From an optimization exercise on the open Yosys and OpenROAD flow, aimed at small area; shortcuts taken in it are not production practice. In this exercise RTL edits were held to simulation tests only and were not proved equivalent to the original. Power and IR drop assume default switching activity. The flow treats the clock pin as an ideal source, which a real chip does not have.

==> flow/design.v <==
`default_nettype none
package resize_pkg;
  typedef logic [8-1:0] pixel_t;
  typedef logic [16-1:0] coord_t;
  typedef logic [15:0] step_t;
  typedef struct packed {
    pixel_t data;                        
    coord_t x;                           
    coord_t y;                           
  } fifo_item_t;
endpackage
`default_nettype wire
`timescale 1ns/1ps
`default_nettype none
import resize_pkg::*;
module resize_regs
(
  input  logic                          clk,
  input  logic                          rst_n,
  input  logic                          psel,
  input  logic                          penable,
  input  logic                          pwrite,
  input  logic [8-1:0]     paddr,
  input  logic [31:0]                   pwdata,
  output logic [31:0]                   prdata,
  output logic                          pready,
  output logic                          pslverr,
  input  logic [5-1:0] fifo_level,
  input  logic                          fifo_ovf,
  output logic                          enable,
  output resize_pkg::coord_t            src_w,
  output resize_pkg::coord_t            src_h,
  output resize_pkg::step_t             x_step,
  output resize_pkg::step_t             y_step,
  output logic                          ovf_clear
);
  logic        wr_en;                    
  logic        hit_ctrl;
  logic        hit_size;
  logic        hit_step;
  logic        hit_status;
  assign wr_en      = psel & penable & pwrite;
  assign hit_ctrl   = (paddr == 8'h00);
  assign hit_size   = (paddr == 8'h04);
  assign hit_step   = (paddr == 8'h08);
  assign hit_status = (paddr == 8'h0C);
  assign pready     = 1'b1;              
  assign pslverr    = ~(hit_ctrl | hit_size | hit_step | hit_status);
  assign ovf_clear  = wr_en & hit_status & pwdata[8];
  always_ff @(posedge clk)
  begin
    if (!rst_n)
    begin
      enable <= 1'b0;
      src_w  <= '0;
      src_h  <= '0;
      x_step <= 16'h0100;
      y_step <= 16'h0100;
    end
    else if (wr_en)
    begin
      if (hit_ctrl)
        enable <= pwdata[0];
      if (hit_size)
      begin
        src_w <= pwdata[15:0];
        src_h <= pwdata[31:16];
      end
      if (hit_step)
      begin
        x_step <= pwdata[15:0];
        y_step <= pwdata[31:16];
      end
    end
  end
  always_comb
  begin
    prdata = ({32{hit_ctrl}}   & {31'd0, enable})
           | ({32{hit_size}}   & {src_h, src_w})
           | ({32{hit_step}}   & {y_step, x_step})
           | ({32{hit_status}} & {23'd0, fifo_ovf, 3'd0, fifo_level});
  end
endmodule
`default_nettype wire
`timescale 1ns/1ps
`default_nettype none
import resize_pkg::*;
module resize_coord_map
(
  input  logic               clk,
  input  logic               rst_n,
  input  logic               enable,
  input  resize_pkg::coord_t src_w,
  input  resize_pkg::coord_t src_h,
  input  resize_pkg::step_t  x_step,
  input  resize_pkg::step_t  y_step,
  input  logic               pix_valid,
  input  resize_pkg::pixel_t pix_data,
  input  resize_pkg::coord_t pix_x,
  input  resize_pkg::coord_t pix_y,
  output logic               keep_valid,   
  output resize_pkg::pixel_t keep_data,    
  output resize_pkg::coord_t keep_x,
  output resize_pkg::coord_t keep_y,
  output logic               frame_done
);
  localparam int FRAC_W = 8;
  localparam int ACC_W  = 16 + FRAC_W;
  typedef logic [ACC_W-1:0] acc_t;
  acc_t               x_acc;
  acc_t               y_acc;
  resize_pkg::coord_t dst_x;
  resize_pkg::coord_t row_y;             
  logic               row_kept;          
  logic               row_start;
  logic               y_zero;
  logic               frame_start;
  logic               row_keep_new;      
  logic               row_keep_cur;
  logic               col_hit;
  logic               hit;
  logic               keep;
  resize_pkg::coord_t dst_y;
  resize_pkg::coord_t dst_y_cur;
  resize_pkg::coord_t row_y_cur;
  resize_pkg::coord_t dst_x_cur;
  logic               last_pix;
  logic               clr_row;           
  logic               clr_frame;         
  logic               new_row;           
  logic               hit_r;
  logic               row_add;           
  assign row_start   = (pix_x == '0);
  assign y_zero      = (pix_y == '0);
  assign frame_start = row_start & y_zero;
  assign row_keep_new = y_zero | (pix_y == y_acc[ACC_W-1:FRAC_W]);
  assign row_keep_cur = row_start ? row_keep_new : row_kept;
  assign col_hit      = row_start | (pix_x == x_acc[ACC_W-1:FRAC_W]);
  assign hit          = pix_valid & row_keep_cur & col_hit;
  assign keep         = hit & enable;
  assign dst_y     = row_y + resize_pkg::coord_t'(row_kept);
  assign dst_y_cur = frame_start ? '0 : dst_y;
  assign row_y_cur = row_start ? dst_y_cur : row_y;
  assign dst_x_cur = row_start ? '0 : dst_x;
  assign keep_data = pix_data;
  assign keep_x    = dst_x_cur;
  assign keep_y    = row_y_cur;
  assign last_pix = pix_valid && (pix_x == src_w - resize_pkg::coord_t'(1))
                              && (pix_y == src_h - resize_pkg::coord_t'(1));
  assign new_row   = pix_valid & row_start;
  assign clr_row   = new_row | ~rst_n;
  assign clr_frame = (new_row & y_zero) | ~rst_n;
  assign hit_r     = hit & rst_n;
  assign row_add   = new_row & row_keep_new & rst_n;
  always_ff @(posedge clk)
  begin
    x_acc <= (clr_row ? acc_t'(0) : x_acc) + (hit_r ? acc_t'(x_step) : acc_t'(0));
    dst_x <= (clr_row ? '0 : dst_x) + resize_pkg::coord_t'(hit_r);
    y_acc <= (clr_frame ? acc_t'(0) : y_acc) + (row_add ? acc_t'(y_step) : acc_t'(0));
    if (clr_row)
    begin
      row_kept <= row_add;
      row_y    <= clr_frame ? '0 : dst_y;
    end
  end
  always_ff @(posedge clk)
  begin
    if (!rst_n)
    begin
      keep_valid <= 1'b0;
      frame_done <= 1'b0;
    end
    else
    begin
      keep_valid <= keep;
      frame_done <= last_pix;
    end
  end
endmodule
`default_nettype wire
`timescale 1ns/1ps
`default_nettype none
import resize_pkg::*;
module pixel_fifo
#(
  parameter int DEPTH = 16   
)
(
  input  logic                          clk,
  input  logic                          rst_n,
  input  logic                          wr_valid,   
  input  resize_pkg::fifo_item_t        wr_item,    
  input  logic                          rd_ready,
  input  logic                          ovf_clear,
  output logic                          rd_valid,
  output resize_pkg::fifo_item_t        rd_item,
  output logic [5-1:0] level,
  output logic                          ovf
);
  localparam int AW     = $clog2(DEPTH);
  localparam int ITEM_W = 8 + 2 * 16;
  logic [ITEM_W-1:0] mem [0:DEPTH-1];
  logic [AW-1:0]     wr_ptr;
  logic [AW-1:0]     rd_ptr;
  logic              full;
  logic              pop;
  logic              wr_ok;
  logic [AW-1:0]     wr_ptr_nx;
  logic [AW-1:0]     rd_ptr_nx;
  logic              full_nx;
  assign level    = {full, wr_ptr - rd_ptr};
  assign rd_valid = full | (wr_ptr != rd_ptr);
  always_comb
  begin
    rd_item = '0;
    for (int i = 0; i < DEPTH; i++)
      rd_item = rd_item | ({ITEM_W{rd_ptr == AW'(i)}} & mem[i]);
  end
  assign pop       = rd_valid & rd_ready;
  assign wr_ok     = wr_valid & ~full;
  assign wr_ptr_nx = wr_ptr + AW'(wr_ok);
  assign rd_ptr_nx = rd_ptr + AW'(pop);
  assign full_nx   = ~pop & (full | (wr_ok & (wr_ptr_nx == rd_ptr)));
  always_ff @(posedge clk)
  begin
    if (!rst_n)
    begin
      wr_ptr <= '0;
      rd_ptr <= '0;
      full   <= 1'b0;
      ovf    <= 1'b0;
    end
    else
    begin
      wr_ptr <= wr_ptr_nx;
      rd_ptr <= rd_ptr_nx;
      full   <= full_nx;
      if (wr_valid && full)
        ovf <= 1'b1;
      else if (ovf_clear)
        ovf <= 1'b0;
    end
  end
  always_ff @(posedge clk)
  begin
    if (!full_nx)
      mem[wr_ptr_nx] <= wr_item;
  end
endmodule
`default_nettype wire
`timescale 1ns/1ps
`default_nettype none
import resize_pkg::*;
module resize_top
(
  input  logic                      clk,
  input  logic                      rst_n,
  input  logic                      psel,
  input  logic                      penable,
  input  logic                      pwrite,
  input  logic [8-1:0] paddr,
  input  logic [31:0]               pwdata,
  output logic [31:0]               prdata,
  output logic                      pready,
  output logic                      pslverr,
  input  logic                      pix_valid,
  input  resize_pkg::pixel_t                    pix_data,
  input  resize_pkg::coord_t                    pix_x,
  input  resize_pkg::coord_t                    pix_y,
  output logic                      out_valid,
  input  logic                      out_ready,
  output resize_pkg::pixel_t                    out_data,
  output resize_pkg::coord_t                    out_x,
  output resize_pkg::coord_t                    out_y,
  output logic                      frame_done
);
  logic   enable;
  resize_pkg::coord_t src_w;
  resize_pkg::coord_t src_h;
  resize_pkg::step_t  x_step;
  resize_pkg::step_t  y_step;
  logic   ovf_clear;
  logic   fifo_ovf;
  logic [5-1:0] fifo_level;
  logic       keep_valid;
  resize_pkg::pixel_t     keep_data;
  resize_pkg::coord_t     keep_x;
  resize_pkg::coord_t     keep_y;
  resize_pkg::fifo_item_t keep_item;
  resize_pkg::fifo_item_t out_item;
  resize_regs u_regs (
    .clk        (clk),
    .rst_n      (rst_n),
    .psel       (psel),
    .penable    (penable),
    .pwrite     (pwrite),
    .paddr      (paddr),
    .pwdata     (pwdata),
    .prdata     (prdata),
    .pready     (pready),
    .pslverr    (pslverr),
    .fifo_level (fifo_level),
    .fifo_ovf   (fifo_ovf),
    .enable     (enable),
    .src_w      (src_w),
    .src_h      (src_h),
    .x_step     (x_step),
    .y_step     (y_step),
    .ovf_clear  (ovf_clear)
  );
  resize_coord_map u_map (
    .clk        (clk),
    .rst_n      (rst_n),
    .enable     (enable),
    .src_w      (src_w),
    .src_h      (src_h),
    .x_step     (x_step),
    .y_step     (y_step),
    .pix_valid  (pix_valid),
    .pix_data   (pix_data),
    .pix_x      (pix_x),
    .pix_y      (pix_y),
    .keep_valid (keep_valid),
    .keep_data  (keep_data),
    .keep_x     (keep_x),
    .keep_y     (keep_y),
    .frame_done (frame_done)
  );
  assign keep_item = {keep_data, keep_x, keep_y};   
  pixel_fifo #(
    .DEPTH (16)
  ) u_fifo (
    .clk       (clk),
    .rst_n     (rst_n),
    .wr_valid  (keep_valid),
    .wr_item   (keep_item),
    .rd_ready  (out_ready),
    .ovf_clear (ovf_clear),
    .rd_valid  (out_valid),
    .rd_item   (out_item),
    .level     (fifo_level),
    .ovf       (fifo_ovf)
  );
  assign out_data = out_item.data;
  assign out_x    = out_item.x;
  assign out_y    = out_item.y;
endmodule
`default_nettype wire
export LEC_CHECK = 0
export CAP_MARGIN = 0
export CORE_MARGIN = 2
export CORE_UTILIZATION = 40
export CTS_BUF_LIST = sky130_fd_sc_hd__clkbuf_8
export CTS_CLUSTER_SIZE = 30
export SLEW_MARGIN = 0
create_clock -name core_clock -period 6.0 [get_ports {clk}]
standard.sh (not shown) runs the stock make flow with config.mk's settings and CLKGATE_MAP_FILE= SYNTH_SCRIPT=/design/flow/synth_recipe.tcl, a recipe that flattens the netlist after the stock synthesis.
==> flow/flow/run.sh <==
#!/bin/bash
# Standard ORFS layout with two changes:
#  - synthesis maps the logic with an area-oriented ABC script (flow/abc_area.script)
#    in place of ORFS's speed script; flip-flop mapping, flattening and naming are
#    the standard synthesis's (synth_recipe.tcl, unchanged)
#  - port buffers are sky130_fd_sc_hd__buf_1 instead of the resizer's default pick
# Each make run writes its full output to a log file in this folder; ORFS's own
# per-step logs are under orfs/logs.
set -euo pipefail
W=$PWD
rm -rf "$W/scripts_area"
cp -r "$FLOW_HOME/scripts" "$W/scripts_area"
cp "$W/flow/abc_area.script" "$W/scripts_area/abc_speed.script"
bash standard.sh "SCRIPTS_DIR=$W/scripts_area" synth > "$W/make_synth.log" 2>&1
bash standard.sh "BUFFER_PORTS_ARGS=-buffer_cell sky130_fd_sc_hd__buf_1" finish > "$W/make_finish.log" 2>&1
==> flow/flow/abc_area.script <==
&get -n
&st
&dch -f
&nf -a -p -R 1000 -F 8 -A 4 -C 32
&st
&dch -f
&nf -a -p -R 1000 -F 8 -A 4 -C 32
&st
&syn2
&dch -f
&nf -a -p -R 1000 -F 8 -A 4 -C 32
&st
&synch2
&dch -f
&nf -a -p -R 1000 -F 8 -A 4 -C 32
&st
&dch -f
&nf -a -p -R 1000 -F 8 -A 4 -C 32
&put
topo
stime -c
dnsize -c
The starting point finished with timing, DRC and antenna clean.
Next try:
--- a/flow/flow/run.sh
+++ b/flow/flow/run.sh
@@ -1,3 +1,3 @@
 #!/bin/bash
-# Standard ORFS layout with two changes:
+# Standard ORFS layout with three changes:
 #  - synthesis maps the logic with an area-oriented ABC script (flow/abc_area.script)
@@ -6,2 +6,3 @@
 #  - port buffers are sky130_fd_sc_hd__buf_1 instead of the resizer's default pick
+#  - clock tree: larger sink clusters driven by clkbuf_16, no dummy loads
 # Each make run writes its full output to a log file in this folder; ORFS's own
@@ -14,2 +15,5 @@
 bash standard.sh "SCRIPTS_DIR=$W/scripts_area" synth > "$W/make_synth.log" 2>&1
-bash standard.sh "BUFFER_PORTS_ARGS=-buffer_cell sky130_fd_sc_hd__buf_1" finish > "$W/make_finish.log" 2>&1
+bash standard.sh \
+  "BUFFER_PORTS_ARGS=-buffer_cell sky130_fd_sc_hd__buf_1" \
+  "CTS_ARGS=-sink_clustering_enable -repair_clock_nets -sink_clustering_size 30 -sink_clustering_max_diameter 100 -buf_list sky130_fd_sc_hd__clkbuf_16 -dont_use_dummy_load" \
+  finish > "$W/make_finish.log" 2>&1
--- a/flow/config.mk
+++ b/flow/config.mk
@@ -9,5 +9,4 @@
 export CORE_MARGIN = 2
-export CORE_UTILIZATION = 40
-export CTS_BUF_LIST = sky130_fd_sc_hd__clkbuf_8
-export CTS_CLUSTER_SIZE = 30
+export CORE_UTILIZATION = 70
+export PLACE_DENSITY = 0.8
 export SLEW_MARGIN = 0
After rerunning: Global-route usage is higher by 14 points; worst setup slack is worse by 160 ps; count of clock-buffer cells in the layout is lower by 110; flip-flop and latch count stays the same; non-clock buffer count is lower by 6; wire length is lower by a little under a tenth; via count is lower slightly.
Next try:
==> flow/run.sh (new file) <==
#!/bin/bash
# synth_recipe.tcl (not shown) runs the flow's synth.tcl, then flattens the netlist and writes it again
# the make line also repeats each setting of config.mk as NAME=value (left out here)
make -C /OpenROAD-flow-scripts/flow DESIGN_CONFIG=/design/flow/config.mk WORK_HOME=/design/flow/orfs CLKGATE_MAP_FILE= SYNTH_SCRIPT=/design/flow/synth_recipe.tcl finish
--- a/flow/config.mk
+++ b/flow/config.mk
@@ -7,6 +7,7 @@
 export LEC_CHECK = 0
-export CAP_MARGIN = 0
+export CAP_MARGIN = 20
 export CORE_MARGIN = 2
-export CORE_UTILIZATION = 70
-export PLACE_DENSITY = 0.8
-export SLEW_MARGIN = 0
+export CORE_UTILIZATION = 40
+export CTS_BUF_LIST = sky130_fd_sc_hd__clkbuf_8
+export CTS_CLUSTER_SIZE = 30
+export SLEW_MARGIN = 20
removed: flow/flow/run.sh
removed: flow/flow/abc_area.script
removed: flow/standard.sh
What happened: The new run finished with timing, DRC and antenna clean; fmax goes down by 2.3%; power goes up by 26%; core utilization goes down by 30 points; worst setup slack degrades by 130 ps; die area goes up by 83%.

[port drivers added, routing unchanged]
No port has a modelled driver above. Below, the same layouts with a new extraction and two added sets of constraints.
Step 1 (the two cells are an assumption about what drives the block):
set clk [get_ports {clk}]
set_driving_cell -lib_cell sky130_fd_sc_hd__clkbuf_16 $clk
set_driving_cell -lib_cell sky130_fd_sc_hd__buf_2 [delete_from_list [all_inputs] $clk]
Step 2 also shifts input and output timing later by t, the mid clock arrival at the registers, as if the neighbouring blocks saw the same clock.
Slacks: ideal ports / drivers / drivers and shift; pairs: ideal ports / drivers.
| run | shift t [ns] | slack for setup (ns) | worst setup path after step 2 | worst slew at a driven data input, ns |
|---|---|---|---|---|
| the first run | 0.822 | 0.732 / 0.770 / -0.052 | input to register | 0.06 |
| the second run | 0.696 | 0.572 / 0.613 / -0.082 | input to register | 0.06 |
| the third run | 0.831 | 0.446 / 0.382 / 0.526 | input to register | 0.07 |
With both steps, setup timing fails in the first run and the second run, where it was met with ideal ports. The setup slack of the first run, which loses most, moves by +0.038 ns with the drivers and by -0.784 ns with both steps.
